Source: an optimization exercise on an open RTL-to-GDS flow (aim: small area). Production flows keep margins and buffers that such runs may drop.
Function was checked by simulation only, so behaviour that the tests miss may differ from the original.
Power is estimated from default activity; no workload was simulated. The flow treats the clock pin as an ideal source, which a real chip does not have.

Setup of v7:
==> flow/design.v (excerpt) <==
module pipeCpu (
    input  logic        clk,
    input  logic        rstN,
    output logic [31:0] pc,
    input  logic [31:0] inst,
    output logic [31:0] dataAddress,
    output logic [31:0] writeMemData,
    output logic        memRead,
    output logic        memWrite,
    input  logic [31:0] readMemData
);
    logic [2:0]  ph;         
    logic        p2;         
    logic [31:2] pcR;
    logic [27:0] aR;         
    logic [27:0] bR;         
    logic        aluC;
    logic        pcC;
    logic        flag;       
    logic [5:0] op;
    logic [5:0] fn;
    logic [4:0] rs;
    logic [4:0] rt;
    logic [4:0] rd;
    assign op = inst[31:26];
    assign fn = inst[5:0];
    assign rs = inst[25:21];
    assign rt = inst[20:16];
    assign rd = inst[15:11];
    logic isR, rAdd, rSub, rAnd, rOr, rSlt;
    logic iAddiu, iOri, iLui, iLw, iSw, iBeq, iBne, iJ, isBr;
    assign isR    = (op == 6'h00);
    assign rAdd   = isR && (fn == 6'h21);
    assign rSub   = isR && (fn == 6'h23);
    assign rAnd   = isR && (fn == 6'h24);
    assign rOr    = isR && (fn == 6'h25);
    assign rSlt   = isR && (fn == 6'h2a);
    assign iAddiu = (op == 6'h09);
    assign iOri   = (op == 6'h0d);
    assign iLui   = (op == 6'h0f);
    assign iLw    = (op == 6'h23);
    assign iSw    = (op == 6'h2b);
    assign iBeq   = (op == 6'h04);
    assign iBne   = (op == 6'h05);
    assign iJ     = (op == 6'h02);
    assign isBr   = iBeq || iBne;
    logic twoPass;
    logic ph0;
    logic ph7;
    logic last;
    assign twoPass = rSlt || iLw || iSw || isBr;
    assign ph0     = (ph == 3'd0);
    assign ph7     = (ph == 3'd7);
    assign last    = ph7 && (p2 || !twoPass);
    logic [31:0] rf [1:31];
    logic [31:0][3:0] bot;
    assign bot[0] = 4'd0;
    genvar g;
    generate
  ...
Size: about 1100 flip-flops, ~160 I/O pins, about 27000 um^2 of cells after synthesis.
Settings: LEC_CHECK=0, CAP_MARGIN=20, CORE_MARGIN=2, CORE_UTILIZATION=40, CTS_BUF_LIST=sky130_fd_sc_hd__clkbuf_16, CTS_CLUSTER_DIAMETER=100, CTS_CLUSTER_SIZE=30, PLACE_DENSITY=0.6, SLEW_MARGIN=20; clock period 10.0 ns.
standard.sh (not shown) runs the stock make flow with config.mk's settings and CLKGATE_MAP_FILE= SYNTH_SCRIPT=/design/flow/synth_recipe.tcl, a recipe that flattens the netlist after the stock synthesis.
==> flow/flow/run.sh <==
#!/bin/bash
# Own flow: the standard ORFS layout (standard.sh) with three changes.
#  1. Synthesis is the standard flow's own script (synth_recipe.tcl, unchanged), except that
#     ABC maps the logic with the area-oriented script flow/area.abc instead of
#     ORFS's delay-oriented one. The flip-flops are mapped by dfflibmap before
#     ABC runs, so the registers, their names and cells are the standard ones.
#  2. The port buffers that buffer_ports inserts are the smallest buffer cell.
#  3. Clock tree: clkbuf_16 leaf buffers for clusters of up to 34 flip-flops
#     within 120 um, clkbuf_8 for the root and the levels above the leaves,
#     and no dummy loads.
# Each tool's output goes to ORFS's own per-step logs under orfs/logs; make's
# output goes to flow_make.log in this folder.
set -euo pipefail
W=$PWD
{
  printf 'proc abc {args} {\n'
  printf '  set i [lsearch $args -script]\n'
  printf '  if {$i >= 0} { set args [lreplace $args [expr {$i+1}] [expr {$i+1}] %s] }\n' "$W/flow/area.abc"
  printf '  yosys abc {*}$args\n'
  printf '}\n'
  cat synth_recipe.tcl
} > flow_synth.tcl
grep -q 'SYNTH_SCRIPT=' standard.sh
sed "s#SYNTH_SCRIPT=[^ ]*#SYNTH_SCRIPT=$W/flow_synth.tcl#" standard.sh > flow_standard.sh
export BUFFER_PORTS_ARGS="-buffer_cell sky130_fd_sc_hd__buf_1"
export CTS_ARGS="-sink_clustering_enable -repair_clock_nets -sink_clustering_size 34 -sink_clustering_max_diameter 120 -buf_list sky130_fd_sc_hd__clkbuf_16 -root_buf sky130_fd_sc_hd__clkbuf_8 -tree_buf sky130_fd_sc_hd__clkbuf_8 -dont_use_dummy_load"
bash flow_standard.sh > flow_make.log 2>&1
==> flow/flow/area.abc <==
&get -n
&st
&dch
&nf -R 1000
&st
&dch
&nf -R 1000
&put
topo
stime -c
dnsize -c
For v28, these inputs were changed with respect to v7:
-- flow/flow/run.sh --
<<< v7, line 9
#     within 120 um, clkbuf_8 for the root and the levels above the leaves,
>>> v28, line 9
#     within 80 um, clkbuf_8 for the root and the levels above the leaves,
<<< v7, line 26
export CTS_ARGS="-sink_clustering_enable -repair_clock_nets -sink_clustering_size 34 -sink_clustering_max_diameter 120 -buf_list sky130_fd_sc_hd__clkbuf_16 -root_buf sky130_fd_sc_hd__clkbuf_8 -tree_buf sky130_fd_sc_hd__clkbuf_8 -dont_use_dummy_load"
>>> v28, line 26
export CTS_ARGS="-sink_clustering_enable -repair_clock_nets -sink_clustering_size 34 -sink_clustering_max_diameter 80 -buf_list sky130_fd_sc_hd__clkbuf_16 -root_buf sky130_fd_sc_hd__clkbuf_8 -tree_buf sky130_fd_sc_hd__clkbuf_8 -dont_use_dummy_load"
==> summary.txt <==
- Delta(area growth from synthesis to layout, v28 - v7) > 0
- Compared v28 against v7; share of the final layout cell area in multi-input gates within noise.
- Setup slack in v28 is larger than in v7.
- Going from v7 to v28, first-pass GRT wire length climbed about 0.33%; count of inserted antenna diode cells climbed 2; total wire length after detailed routing barely changed; internal power climbed 1.3%; global routing usage on met3 barely changed.
- Relative to v7, the final cell area reported for v28 is higher.
- Between v28 and v7, the total global-route track usage does not differ in any meaningful way.
Changes in v41 relative to v28:
-- flow/flow/run.sh --
<<< v28, line 26
export CTS_ARGS="-sink_clustering_enable -repair_clock_nets -sink_clustering_size 34 -sink_clustering_max_diameter 80 -buf_list sky130_fd_sc_hd__clkbuf_16 -root_buf sky130_fd_sc_hd__clkbuf_8 -tree_buf sky130_fd_sc_hd__clkbuf_8 -dont_use_dummy_load"
>>> v41, line 26
export CTS_ARGS="-sink_clustering_enable -repair_clock_nets -sink_clustering_size 34 -sink_clustering_max_diameter 120 -buf_list sky130_fd_sc_hd__clkbuf_16 -root_buf sky130_fd_sc_hd__clkbuf_8 -tree_buf sky130_fd_sc_hd__clkbuf_8 -dont_use_dummy_load"
-- flow/config.mk --
<<< v28, line 10
export CORE_UTILIZATION = 40
>>> v41, line 10
export CORE_UTILIZATION = 60
<<< v28, line 14
export PLACE_DENSITY = 0.6
>>> v41, line 14
export PLACE_DENSITY = 0.75
Cmp v28 and v41 / worst path setup slack after routing / lower: v28. v41 vs. v28: via count now sits higher, fraction of the cycle the final worst path needs now sits lower, slew of the pin with the lowest slew margin now sits higher, critical path depth now sits lower.
Changes in v48 relative to v41:
==> flow/flow/run.sh <==
#!/bin/bash
set -euo pipefail
W=$PWD
{
  printf 'proc abc {args} {\n'
  printf '  set i [lsearch $args -script]\n'
  printf '  if {$i >= 0} { set args [lreplace $args [expr {$i+1}] [expr {$i+1}] %s] }\n' "$W/flow/area.abc"
  printf '  yosys abc {*}$args\n'
  printf '}\n'
  cat synth_recipe.tcl
} > flow_synth.tcl
grep -q 'SYNTH_SCRIPT=' standard.sh
sed "s#SYNTH_SCRIPT=[^ ]*#SYNTH_SCRIPT=$W/flow_synth.tcl#" standard.sh > flow_standard.sh
export BUFFER_PORTS_ARGS="-buffer_cell sky130_fd_sc_hd__buf_1"
export CTS_ARGS="-sink_clustering_enable -repair_clock_nets -sink_clustering_size 30 -sink_clustering_max_diameter 100 -buf_list sky130_fd_sc_hd__clkbuf_16 -root_buf sky130_fd_sc_hd__clkbuf_8 -tree_buf sky130_fd_sc_hd__clkbuf_8 -dont_use_dummy_load"
bash flow_standard.sh > flow_make.log 2>&1
-- flow/config.mk --
<<< v41, line 10
export CORE_UTILIZATION = 60
>>> v48, line 10
export CORE_UTILIZATION = 40
<<< v41, line 14
export PLACE_DENSITY = 0.75
>>> v48, line 14
export GPL_TIMING_DRIVEN = 0
export PLACE_DENSITY = 0.6
Notes after the runs:
v48 vs v41 — count of placed standard cells in the final layout, fillers left out rose 11%.
Of v41 and v48, the run reporting the higher clock period minus final worst setup slack was v48.
In v48 the part of the power in registers turned out 1.4 points lower than in v41.
In v48, the global-route met2 utilization came out 22 points below the value in v41.
Lower met1 global-route usage goes to v48 over v41.
In v48, the area enclosed by the die boundary came out 23000 um^2 above the value in v41.
v48 ends up with a number of cells on the critical path that is 1 higher than in v41.
Diff v41 -> v48: worst setup slack for register-to-register paths went down, well tap count went up, worst-case setup margin in the final layout went down.
[inputs] v35 vs v48
-- flow/flow/run.sh --
<<< v48, line 2
>>> v35, line 2
# Own flow: the standard ORFS layout (standard.sh) with three changes.
#  1. Synthesis is the standard flow's own script (synth_recipe.tcl, unchanged), except that
#     ABC maps the logic with the area-oriented script flow/area.abc instead of
#     ORFS's delay-oriented one. The flip-flops are mapped by dfflibmap before
#     ABC runs, so the registers, their names and cells are the standard ones.
#  2. The port buffers that buffer_ports inserts are the smallest buffer cell.
#  3. Clock tree: clkbuf_16 leaf buffers for clusters of up to 34 flip-flops
#     within 80 um, clkbuf_8 for the root and the levels above the leaves,
#     and no dummy loads.
# Each tool's output goes to ORFS's own per-step logs under orfs/logs; make's
# output goes to flow_make.log in this folder.
<<< v48, line 15
export CTS_ARGS="-sink_clustering_enable -repair_clock_nets -sink_clustering_size 30 -sink_clustering_max_diameter 100 -buf_list sky130_fd_sc_hd__clkbuf_16 -root_buf sky130_fd_sc_hd__clkbuf_8 -tree_buf sky130_fd_sc_hd__clkbuf_8 -dont_use_dummy_load"
>>> v35, line 26
export CTS_ARGS="-sink_clustering_enable -repair_clock_nets -sink_clustering_size 34 -sink_clustering_max_diameter 80 -buf_list sky130_fd_sc_hd__clkbuf_16 -root_buf sky130_fd_sc_hd__clkbuf_8 -tree_buf sky130_fd_sc_hd__clkbuf_8 -dont_use_dummy_load"
-- flow/config.mk --
<<< v48, line 10
export CORE_UTILIZATION = 40
>>> v35, line 10
export CORE_UTILIZATION = 55
<<< v48, line 14
export GPL_TIMING_DRIVEN = 0
export PLACE_DENSITY = 0.6
>>> v35, line 14
export PLACE_DENSITY = 0.7
Of the two candidates, v48 has the worse total internal power and v35 the better one.
The more densely filled core belongs to v35, not v48.
Looking at met3 wirelength from detailed routing, v35 sits 22% higher than v48 does.
In the reports for v48 and v35, the larger clock-buffer cell count belongs to v48.
Time the final worst path needs with I/O delays and setup ended up 640 ps lower on v35 than on v48.
Compared with v48, v35 shows a higher maximum frequency.
| combinational fraction of design power | v35 vs v48 | 0.2 points lower |
Relative slew slack for v35 is higher than for v48.
Going from v48 to v35, data required time at the worst endpoint ~0 delta, via total after detailed routing +218, worst setup slack +640 ps.
Input-level comparison between v43 and v35:
==> flow/flow/run.sh <==
#!/bin/bash
set -euo pipefail
W=$PWD
{
  printf 'proc abc {args} {\n'
  printf '  set i [lsearch $args -script]\n'
  printf '  if {$i >= 0} { set args [lreplace $args [expr {$i+1}] [expr {$i+1}] %s] }\n' "$W/flow/area.abc"
  printf '  yosys abc {*}$args\n'
  printf '}\n'
  cat synth_recipe.tcl
} > flow_synth.tcl
grep -q 'SYNTH_SCRIPT=' standard.sh
sed "s#SYNTH_SCRIPT=[^ ]*#SYNTH_SCRIPT=$W/flow_synth.tcl#" standard.sh > flow_standard.sh
export BUFFER_PORTS_ARGS="-buffer_cell sky130_fd_sc_hd__buf_1"
export CTS_ARGS="-sink_clustering_enable -repair_clock_nets -sink_clustering_size 34 -sink_clustering_max_diameter 80 -buf_list sky130_fd_sc_hd__clkbuf_16 -root_buf sky130_fd_sc_hd__clkbuf_8 -tree_buf sky130_fd_sc_hd__clkbuf_8 -dont_use_dummy_load"
bash flow_standard.sh > flow_make.log 2>&1
-- flow/config.mk --
<<< v35, line 10
export CORE_UTILIZATION = 55
>>> v43, line 10
export CORE_UTILIZATION = 40
<<< v35, line 14
export PLACE_DENSITY = 0.7
>>> v43, line 14
export PLACE_DENSITY = 0.6
Results
- v43 ended with more height of the die than v35.
- Worst setup path startpoint = inst[20]: v43; worst setup path startpoint = inst[18]: v35
- Wire length: higher on v43
- Going from v35 to v43, number of standard cells in the final layout excluding fillers grew by about 7.5%; sequential share of layout area shrank by 0.81 points; highest attainable clock frequency shrank by about 1%; synthesized cell count held steady.
- Per the comparison of v43 with v35, cell area now larger, minimum setup slack after placement has decreased.

==> static timing again, ports no longer ideal <==
No port has a modelled driver above. Below, the same layouts with a new extraction and two added sets of constraints. Step 1: set_driving_cell puts a clkbuf_16 on clk and a buf_2 on each other input, an assumption about the parent block. Step 2 times the ports against the registers' clock, not the clock port: input delays grow and output delays shrink by t, the midpoint of the rising clock arrivals with the driver on. a / b / c = ideal / step 1 / step 2; a / b = the first two.
run	t (ns)	setup slack, ns	worst setup path at the end	latest minus earliest clock arrival (ns)	pins driven straight from the clock port
v7	0.719	1.411 / 1.367 / 1.367	input to output	0.104 / 0.104	1
v28	0.739	1.462 / 1.399 / 1.399	input to output	0.132 / 0.132	1
v41	0.723	1.538 / 1.495 / 1.495	input to output	0.075 / 0.076	1
v48	0.742	0.909 / 0.823 / 0.823	input to output	0.079 / 0.079	1
v35	0.720	1.551 / 1.527 / 1.527	input to output	0.076 / 0.076	1
v43	0.739	1.462 / 1.399 / 1.399	input to output	0.132 / 0.132	1
After both steps every run listed still meets setup and hold. For v48, which loses most, drivers alone change the setup slack by -0.086 ns; drivers and shift together by -0.086 ns.
